Context: an optimization exercise on an open-source flow, tuned for small area and a short achievable clock period. The choices shown serve that exercise and are no tape-out recipe.
In this exercise RTL edits were held to simulation tests only and were not proved equivalent to the original.
Power is estimated from default activity; no workload was simulated.

==> run a <==
==> flow/design.v <==
module node_rf_wr_arbiter #(
    parameter int NUM_WR = 4
) (
    input  logic [NUM_WR-1:0]         hit,     
    input  logic                      open,    
    input  logic [NUM_WR-1:0]         beat,    
    input  logic [NUM_WR*NUM_WR-1:0]  kill,    
    output logic [NUM_WR-1:0]         commit,
    output logic                      we       
);
    always_comb begin
        logic killed;
        we = 1'b0;
        for (int p = 0; p < NUM_WR; p++) begin
            killed = 1'b0;
            for (int q = 0; q < NUM_WR; q++)
                if (q != p) killed = killed | (hit[q] & kill[q*NUM_WR + p]);
            commit[p] = hit[p] & open & beat[p] & !killed;
            we = we | (hit[p] & beat[p]);
        end
        we = we & open;
    end
endmodule
module node_weight_rf #(
    parameter int NUM_NODES  = 16,
    parameter int ADDR_W     = 6,
    parameter int NUM_RD     = 4,
    parameter int NUM_WR     = 4,
    parameter int INIT_LANES = 4
) (
    input  logic                       clk,
    input  logic                       rst,
    input  logic                       init_start,
    input  logic [ADDR_W-1:0]          init_src,
    output logic                       init_busy,
    output logic                       init_done,
    input  logic [NUM_RD*ADDR_W-1:0]   rd_addr,
    output logic [NUM_RD*7-1:0]        rd_weight,
    output logic [NUM_RD*5-1:0]        rd_pred,
    input  logic [NUM_WR-1:0]          wr_en,
    input  logic [NUM_WR*ADDR_W-1:0]   wr_addr,
    input  logic [NUM_WR*12-1:0]       wr_data,
    input  logic                       wr_relax,
    input  logic                       mark_en,
    input  logic [ADDR_W-1:0]          mark_addr,
    output logic [NUM_RD-1:0]          rd_visited,
    output logic [NUM_WR-1:0]          wr_ack,
    output logic                       any_update
);
    localparam int WEIGHT_W = 7;
    localparam int PRED_W   = 5;
    localparam int MEM_W    = WEIGHT_W + PRED_W;
    localparam int IDX_W    = $clog2(NUM_NODES);
    localparam int SWEEP_CYCLES = NUM_NODES / INIT_LANES;
    localparam int CNT_W    = (SWEEP_CYCLES > 1) ? $clog2(SWEEP_CYCLES) : 1;
    localparam logic [CNT_W-1:0] LAST_CNT = CNT_W'(SWEEP_CYCLES - 1);
    localparam logic [WEIGHT_W-1:0] INF = {WEIGHT_W{1'b1}};
    function automatic logic lt_f(input logic [WEIGHT_W-1:0] a, input logic [WEIGHT_W-1:0] b);
        logic [WEIGHT_W-1:0] g, p;
        logic [WEIGHT_W-1:0] g1, p1;
        logic [WEIGHT_W-1:0] g2, p2;
        logic [WEIGHT_W-1:0] g3, p3;
        g = ~a & b;      
        p = ~a | b;      
        for (int i = 0; i < WEIGHT_W; i++) begin
            if (i >= 1) begin g1[i] = g[i] | (p[i] & g[i-1]); p1[i] = p[i] & p[i-1]; end
            else        begin g1[i] = g[i];                   p1[i] = p[i];          end
        end
        for (int i = 0; i < WEIGHT_W; i++) begin
            if (i >= 2) begin g2[i] = g1[i] | (p1[i] & g1[i-2]); p2[i] = p1[i] & p1[i-2]; end
            else        begin g2[i] = g1[i];                     p2[i] = p1[i];           end
        end
        for (int i = 0; i < WEIGHT_W; i++) begin
            if (i >= 4) begin g3[i] = g2[i] | (p2[i] & g2[i-4]); p3[i] = p2[i] & p2[i-4]; end
            else        begin g3[i] = g2[i];                     p3[i] = p2[i];           end
        end
        lt_f = g3[WEIGHT_W-1];
    endfunction
    logic                busy_q, done_q;
    logic [CNT_W-1:0]    cnt_q;
    logic [WEIGHT_W-1:0] w_q [NUM_NODES];
    logic [PRED_W-1:0]   p_q [NUM_NODES];
    logic [NUM_NODES-1:0] vis_q;
    logic [NUM_NODES-1:0] rsel_q [NUM_RD];   
    logic [NUM_RD-1:0]   rinf_q;        
    logic [NUM_WR-1:0]   ack_q;
    logic                busy_d, done_d, sweep_last;
    logic [CNT_W-1:0]    cnt_d;
    logic [WEIGHT_W-1:0] w_d [NUM_NODES];
    logic [PRED_W-1:0]   p_d [NUM_NODES];
    logic [NUM_NODES-1:0] vis_d;
    assign sweep_last = busy_q && (cnt_q == LAST_CNT);
    always_comb begin
        busy_d = busy_q ? !sweep_last : init_start;
        done_d = sweep_last;
        cnt_d  = busy_q ? cnt_q + 1'b1 : '0;
    end
    logic [WEIGHT_W-1:0]       wr_w [NUM_WR];
    logic [NUM_WR*NUM_WR-1:0]  wr_kill;
    logic [3:0]                wr_lo [NUM_WR];    
    logic [3:0]                wr_hi [NUM_WR];    
    logic [NUM_WR-1:0]         wr_hit [NUM_NODES];
    logic [NUM_WR-1:0]         wr_beat [NUM_NODES];
    logic [NUM_WR-1:0]         wr_commit [NUM_NODES];
    logic [NUM_NODES-1:0]      wr_we;
    logic [NUM_WR-1:0]         ack_d;
    always_comb begin
        logic [ADDR_W-1:0] wa;
        for (int p = 0; p < NUM_WR; p++) begin
            wr_w[p] = wr_data[p*MEM_W + PRED_W +: WEIGHT_W];
            wa = wr_addr[p*ADDR_W +: ADDR_W];
            for (int k = 0; k < 4; k++) begin
                wr_lo[p][k] = wa[1:0] == 2'(k);
                wr_hi[p][k] = wr_en[p] && !busy_q && (wa[ADDR_W-1:IDX_W] == '0) && (wa[3:2] == 2'(k));
            end
        end
        wr_kill = '0;
        for (int p = 0; p < NUM_WR; p++)
            for (int q = 0; q < NUM_WR; q++)
                if (q < p)      wr_kill[q*NUM_WR + p] = !wr_relax || !lt_f(wr_w[p], wr_w[q]);
                else if (q > p) wr_kill[q*NUM_WR + p] = wr_relax && lt_f(wr_w[q], wr_w[p]);
        for (int n = 0; n < NUM_NODES; n++) begin
            for (int p = 0; p < NUM_WR; p++) begin
                wr_hit[n][p]  = wr_hi[p][n / 4] && wr_lo[p][n % 4];
                wr_beat[n][p] = !wr_relax || lt_f(wr_w[p], w_q[n]);
            end
        end
    end
    for (genvar n = 0; n < NUM_NODES; n++) begin : g_arb
        node_rf_wr_arbiter #(
            .NUM_WR (NUM_WR)
        ) u_arb (
            .hit    (wr_hit[n]),
            .open   (!(wr_relax && vis_q[n])),
            .beat   (wr_beat[n]),
            .kill   (wr_kill),
            .commit (wr_commit[n]),
            .we     (wr_we[n])
        );
    end
    always_comb begin
        ack_d = '0;
        for (int n = 0; n < NUM_NODES; n++) ack_d = ack_d | wr_commit[n];
    end
    always_comb begin
        logic              sw, src;
        logic [MEM_W-1:0]  wd;
        for (int n = 0; n < NUM_NODES; n++) begin
            wd  = '0;
            for (int p = 0; p < NUM_WR; p++)
                wd = wd | (wr_data[p*MEM_W +: MEM_W] & {MEM_W{wr_commit[n][p]}});
            sw  = busy_q && (cnt_q == CNT_W'(n / INIT_LANES));
            src = sweep_last && (init_src == ADDR_W'(n));
            if (src) begin
                w_d[n] = '0;
                p_d[n] = PRED_W'(n);
            end else if (sw) begin
                w_d[n] = INF;
                p_d[n] = PRED_W'(n);
            end else if (wr_we[n]) begin
                w_d[n] = wd[PRED_W +: WEIGHT_W];
                p_d[n] = wd[PRED_W-1:0];
            end else begin
                w_d[n] = w_q[n];
                p_d[n] = p_q[n];
            end
            vis_d[n] = (mark_en && mark_addr == ADDR_W'(n)) || (vis_q[n] && !sw);
        end
    end
    always_ff @(posedge clk) begin
        if (!rst) begin
            busy_q <= 1'b0;
            done_q <= 1'b0;
            cnt_q  <= '0;
            vis_q  <= '0;
            rinf_q <= '0;
            for (int r = 0; r < NUM_RD; r++) rsel_q[r] <= '0;
            ack_q  <= '0;
            for (int n = 0; n < NUM_NODES; n++) begin
                w_q[n] <= INF;
                p_q[n] <= '0;
            end
        end else begin
            busy_q <= busy_d;
            done_q <= done_d;
            cnt_q  <= cnt_d;
            vis_q  <= vis_d;
            ack_q  <= ack_d;
            for (int r = 0; r < NUM_RD; r++) begin
                rinf_q[r] <= rd_addr[r*ADDR_W + IDX_W +: ADDR_W - IDX_W] != '0;
                for (int n = 0; n < NUM_NODES; n++)
                    rsel_q[r][n] <= rd_addr[r*ADDR_W +: ADDR_W] == ADDR_W'(n);
            end
            for (int n = 0; n < NUM_NODES; n++) begin
                w_q[n] <= w_d[n];
                p_q[n] <= p_d[n];
            end
        end
    end
    always_comb begin
        logic [NUM_NODES-1:0] dec;
        logic [WEIGHT_W-1:0]  w;
        logic [PRED_W-1:0]    pr;
        for (int r = 0; r < NUM_RD; r++) begin
            dec = rsel_q[r];
            w  = {WEIGHT_W{rinf_q[r]}};
            pr = '0;
            for (int n = 0; n < NUM_NODES; n++) begin
                w  = w  | (w_q[n] & {WEIGHT_W{dec[n]}});
                pr = pr | (p_q[n] & {PRED_W{dec[n]}});
            end
            rd_weight[r*WEIGHT_W +: WEIGHT_W] = w;
            rd_pred[r*PRED_W +: PRED_W]       = pr;
            rd_visited[r]                     = |(vis_q & dec);
        end
    end
    assign init_busy  = busy_q;
    assign init_done  = done_q;
    assign wr_ack     = ack_q;
    assign any_update = |ack_q;
endmodule
module node_rf_top (
    input  logic        clk,
    input  logic        rst,
    input  logic        init_start,
    input  logic [5:0]  init_src,
    output logic        init_busy,
    output logic        init_done,
    input  logic [23:0] rd_addr,
    output logic [27:0] rd_weight,
    output logic [19:0] rd_pred,
    input  logic [3:0]  wr_en,
    input  logic [23:0] wr_addr,
    input  logic [47:0] wr_data,
    input  logic        wr_relax,
    input  logic        mark_en,
    input  logic [5:0]  mark_addr,
    output logic [3:0]  rd_visited,
    output logic [3:0]  wr_ack,
    output logic        any_update
);
    node_weight_rf #(
        .NUM_NODES  (16),
        .ADDR_W     (6),
        .NUM_RD     (4),
        .NUM_WR     (4),
        .INIT_LANES (4)
    ) u_rf (
        .clk        (clk),
        .rst        (rst),
        .init_start (init_start),
        .init_src   (init_src),
        .init_busy  (init_busy),
        .init_done  (init_done),
        .rd_addr    (rd_addr),
        .rd_weight  (rd_weight),
        .rd_pred    (rd_pred),
        .wr_en      (wr_en),
        .wr_addr    (wr_addr),
        .wr_data    (wr_data),
        .wr_relax   (wr_relax),
        .mark_en    (mark_en),
        .mark_addr  (mark_addr),
        .rd_visited (rd_visited),
        .wr_ack     (wr_ack),
        .any_update (any_update)
    );
endmodule
==> flow/flow/run.sh <==
#!/bin/bash
# Standard layout (standard.sh) with changes passed as ORFS make variables:
#  - abc maps with flow/map.abc (area-oriented) instead of ORFS's abc_area.script;
#  - port buffers are buf_2 cells;
#  - repair_timing aims at a tighter setup target (SETUP_SLACK_MARGIN);
#  - any further variables listed in flow/settings.sh (EXTRA).
# The make run's full output goes to flow_make.log in this folder.
set -uo pipefail
HERE=$(pwd)
export FLOW_ABC_SCRIPT=$HERE/flow/map.abc
EXTRA=()
source $HERE/flow/settings.sh
bash standard.sh SYNTH_SCRIPT=$HERE/flow/synth.tcl \
  "BUFFER_PORTS_ARGS=-buffer_cell sky130_fd_sc_hd__buf_2" \
  SETUP_SLACK_MARGIN=$MARGIN "${EXTRA[@]}" finish > $HERE/flow_make.log 2>&1
==> flow/flow/abc_dont_use.txt <==
sky130_fd_sc_hd__nor4_1 sky130_fd_sc_hd__nor4_2 sky130_fd_sc_hd__nor4_4 sky130_fd_sc_hd__nor4b_1 sky130_fd_sc_hd__nor4b_2 sky130_fd_sc_hd__nor4b_4 sky130_fd_sc_hd__nor4bb_1 sky130_fd_sc_hd__nor4bb_2 sky130_fd_sc_hd__nor4bb_4 sky130_fd_sc_hd__a2111oi_0 sky130_fd_sc_hd__a2111oi_1 sky130_fd_sc_hd__a2111oi_2 sky130_fd_sc_hd__a2111oi_4 sky130_fd_sc_hd__o41ai_1 sky130_fd_sc_hd__o41ai_2 sky130_fd_sc_hd__o41ai_4 sky130_fd_sc_hd__a41oi_1 sky130_fd_sc_hd__a41oi_2 sky130_fd_sc_hd__a41oi_4
==> flow/flow/map.abc <==
strash
balance
dch
map -a
topo
stime -c
==> flow/flow/settings.sh <==
MARGIN=5.4
EXTRA=("CTS_ARGS=-sink_clustering_enable -repair_clock_nets -dont_use_dummy_load -buf_list sky130_fd_sc_hd__clkbuf_8 -root_buf sky130_fd_sc_hd__clkbuf_16 -sink_clustering_size 16 -sink_clustering_max_diameter 50")
==> flow/flow/synth.tcl <==
# Standard synthesis (synth_recipe.tcl) with one change: abc maps with flow/map.abc,
# leaving out any cells listed in flow/abc_dont_use.txt.
proc synth {args} { yosys synth -nofsm -noshare {*}$args }
proc abc {args} {
  set i [lsearch -exact $args -script]
  if { $i >= 0 } { set args [lreplace $args [expr {$i + 1}] [expr {$i + 1}] $::env(FLOW_ABC_SCRIPT)] }
  set f [file join [file dirname $::env(FLOW_ABC_SCRIPT)] abc_dont_use.txt]
  if { [file exists $f] } {
    set fh [open $f r]
    foreach c [split [string trim [read $fh]]] { if { $c ne "" } { lappend args -dont_use $c } }
    close $fh
  }
  yosys abc {*}$args
}
source $::env(SCRIPTS_DIR)/synth.tcl
# left out here: clear keep_hierarchy, flatten, clean up, hide names made inside functions, write 1_2_yosys.v
==> flow/standard.sh <==
#!/bin/bash
# synth_recipe.tcl (not shown) runs the flow's synth.tcl, then flattens the netlist and writes it again
# the make line also repeats each setting of config.mk as NAME=value (left out here)
make -C /OpenROAD-flow-scripts/flow DESIGN_CONFIG=/design/flow/config.mk WORK_HOME=/design/flow/orfs CLKGATE_MAP_FILE= SYNTH_SCRIPT=/design/flow/synth_recipe.tcl "${@:-finish}"
==> flow/config.mk <==
export PLATFORM = sky130hd
export DESIGN_NAME = node_rf_top
export DESIGN_NICKNAME = node_rf_top
export VERILOG_FILES = /design/flow/design.v
export SDC_FILE = /design/flow/constraint.sdc
export NUM_CORES = 4
export LEC_CHECK = 0
export ABC_AREA = 1
export CAP_MARGIN = 20
export CELL_PAD_IN_SITES_DETAIL_PLACEMENT = 1
export CELL_PAD_IN_SITES_GLOBAL_PLACEMENT = 2
export CORE_MARGIN = 2
export CORE_UTILIZATION = 25
export GPL_ROUTABILITY_DRIVEN = 1
export PLACE_DENSITY = 0.35
export SLEW_MARGIN = 20
==> flow/constraint.sdc <==
create_clock -name core_clock -period 10.0 [get_ports {clk}]
set_input_delay 2.0000 -clock core_clock [delete_from_list [all_inputs] [get_ports {clk}]]
set_output_delay 2.0000 -clock core_clock [all_outputs]
set_load 0.01 [all_outputs]
==> inputs of run b, as changes to run a <==
--- a/flow/design.v
+++ b/flow/design.v
@@ -82,6 +82,7 @@
     logic [PRED_W-1:0]   p_q [NUM_NODES];
     logic [NUM_NODES-1:0] vis_q;
-    logic [NUM_NODES-1:0] rsel_q [NUM_RD];   
-    logic [NUM_RD-1:0]   rinf_q;        
+    logic [IDX_W-1:0]    ridx_q [NUM_RD];
+    logic [NUM_RD-1:0]   rval_q;
+    logic                zero_q;        
     logic [NUM_WR-1:0]   ack_q;
     logic                busy_d, done_d, sweep_last;
@@ -174,6 +175,6 @@
             cnt_q  <= '0;
             vis_q  <= '0;
-            rinf_q <= '0;
-            for (int r = 0; r < NUM_RD; r++) rsel_q[r] <= '0;
+            zero_q <= 1'b1;
+            rval_q <= '0;
             ack_q  <= '0;
             for (int n = 0; n < NUM_NODES; n++) begin
@@ -186,10 +187,8 @@
             cnt_q  <= cnt_d;
             vis_q  <= vis_d;
+            zero_q <= 1'b0;
             ack_q  <= ack_d;
-            for (int r = 0; r < NUM_RD; r++) begin
-                rinf_q[r] <= rd_addr[r*ADDR_W + IDX_W +: ADDR_W - IDX_W] != '0;
-                for (int n = 0; n < NUM_NODES; n++)
-                    rsel_q[r][n] <= rd_addr[r*ADDR_W +: ADDR_W] == ADDR_W'(n);
-            end
+            for (int r = 0; r < NUM_RD; r++)
+                rval_q[r] <= rd_addr[r*ADDR_W + IDX_W +: ADDR_W - IDX_W] == '0;
             for (int n = 0; n < NUM_NODES; n++) begin
                 w_q[n] <= w_d[n];
@@ -197,4 +196,8 @@
             end
         end
+    end
+    always_ff @(posedge clk) begin
+        for (int r = 0; r < NUM_RD; r++)
+            ridx_q[r] <= rd_addr[r*ADDR_W +: IDX_W];
     end
     always_comb begin
@@ -203,6 +206,7 @@
         logic [PRED_W-1:0]    pr;
         for (int r = 0; r < NUM_RD; r++) begin
-            dec = rsel_q[r];
-            w  = {WEIGHT_W{rinf_q[r]}};
+            for (int n = 0; n < NUM_NODES; n++)
+                dec[n] = rval_q[r] && (ridx_q[r] == IDX_W'(n));
+            w  = {WEIGHT_W{!(rval_q[r] || zero_q)}};
             pr = '0;
             for (int n = 0; n < NUM_NODES; n++) begin
==> flow/flow/run.sh (replaced) <==
#!/bin/bash
# Standard layout (standard.sh) with three changes, all passed as ORFS make variables:
#  - abc maps with flow/map.abc (area-oriented) instead of ORFS's abc_area.script;
#  - port buffers are buf_2 cells;
#  - repair_timing aims at a tighter setup target (SETUP_SLACK_MARGIN).
# The make run's full output goes to flow_make.log in this folder.
set -uo pipefail
HERE=$(pwd)
export FLOW_ABC_SCRIPT=$HERE/flow/map.abc
source $HERE/flow/settings.sh
bash standard.sh SYNTH_SCRIPT=$HERE/flow/synth.tcl \
  "BUFFER_PORTS_ARGS=-buffer_cell sky130_fd_sc_hd__buf_2" \
  SETUP_SLACK_MARGIN=$MARGIN finish > $HERE/flow_make.log 2>&1
==> flow/flow/settings.sh (replaced) <==
MARGIN=6
==> flow/flow/synth.tcl (replaced) <==
# Standard synthesis (synth_recipe.tcl) with one change: abc maps with flow/map.abc.
proc synth {args} { yosys synth -nofsm -noshare {*}$args }
proc abc {args} {
  set i [lsearch -exact $args -script]
  if { $i >= 0 } { set args [lreplace $args [expr {$i + 1}] [expr {$i + 1}] $::env(FLOW_ABC_SCRIPT)] }
  yosys abc {*}$args
}
source $::env(SCRIPTS_DIR)/synth.tcl
# left out here: clear keep_hierarchy, flatten, clean up, hide names made inside functions, write 1_2_yosys.v
Settings changed: CORE_UTILIZATION 25 to 33, PLACE_DENSITY 0.35 to 0.45.
removed: flow/flow/abc_dont_use.txt
==> inputs of run c, as changes to run a <==
==> flow/flow/map.abc (replaced) <==
strash
balance
dc2
balance
dch
map -a
topo
stime -c
==> flow/flow/settings.sh (replaced) <==
MARGIN=5.5
EXTRA=("CTS_ARGS=-sink_clustering_enable -repair_clock_nets -dont_use_dummy_load -buf_list sky130_fd_sc_hd__clkbuf_8 -root_buf sky130_fd_sc_hd__clkbuf_16 -sink_clustering_size 16 -sink_clustering_max_diameter 50")
==> comparison table <==
GPL Wtd Cong: run c 1.174; run a 1.061; run b 1.198
Max VDD drop: run c 0.1007 mV; run a 0.1314 mV; run b -
Clock-pin slew on the worst setup and hold paths: run c 0.05 ns; run a 0.06 ns; run b -
Setup violations, final: run c 0; run a 0; run b -
Outcome: run c timing/DRC/antenna clean; run a timing/DRC/antenna clean; run b stopped before the end
Stage where the flow stopped: run c -; run a -; run b global routing
Achievable Freq: run c 0.2065 GHz; run a 0.2094 GHz; run b -
Count of fill cells added during filler insertion: run c 11940; run a 12560; run b -
Cell area after technology mapping: run c 24400 um^2; run a 25090 um^2; run b 24140 um^2
Setup Crit Path Kind: run c in2reg; run a reg2out; run b -
Clk_buf instances: run c 51; run a 56; run b -
Count of final max-slew check failures: run c 0; run a 0; run b -
Class of the tightest hold or removal check: run c reg2reg; run a reg2reg; run b -
Number of violations reported at the end of detailed-routing iteration 0: run c 8387; run a 6133; run b -
Sequential Power: run c 1290 uW; run a 1260 uW; run b -
Largest register FFs: run c 112; run a 112; run b -
Count of vias placed by the detailed router: run c 43750; run a 40710; run b -
Total of cells resized after clock tree synthesis: run c 585; run a 287; run b 1575
Multi-input gates: run c 2871; run a 3079; run b -
Post-synthesis register bit count: run c 284; run a 284; run b 237
Final core utilization: run c 34.69%; run a 31.82%; run b -
CTS buffer count: run c 51; run a 56; run b 34
Clock network contribution to total cell area: run c 2.260%; run a 2.607%; run b -
Total Negative Setup Slacks: run c 0 ns; run a 0 ns; run b -
Synth Area in Compound Gates: run c 52.08%; run a 47.44%; run b 50.25%
Number of nets at the end of the flow: run c 4325; run a 4405; run b -
Worst setup slack after placement: run c 2.599 ns; run a 3.214 ns; run b 2.996 ns
Start point of the critical path: run c wr_data[7]; run a u_rf.w_q[0][2]$_SDFFE_PN1P_; run b -

separate check: timing with driven ports:
The results above use ideal ports. As a check the final layouts listed here were re-extracted and re-timed, cells and wires unchanged.
Step 1, drivers: a clkbuf_16 drives clk and a buf_2 each remaining input, both assumed.
Step 2 also shifts input and output timing later by t, the mid clock arrival at the registers, as if the neighbouring blocks saw the same clock.
Slacks: no drivers / after step 1 / after step 2; pairs: no drivers / after step 1.
run | t (ns) | setup slack, ns | hold WS [ns] | worst setup path after step 2 | latest minus earliest clock arrival (ns)
run a | 0.685 | 5.224 / 5.150 / 4.699 | 0.468 / 0.468 / 0.468 | input to register | 0.124 / 0.124
run c | 0.693 | 5.157 / 5.191 / 4.498 | 0.480 / 0.480 / 0.480 | input to register | 0.106 / 0.106
After both steps every run listed still meets setup and hold. For run c, which loses most, drivers alone change the setup slack by +0.034 ns; drivers and shift together by -0.659 ns.
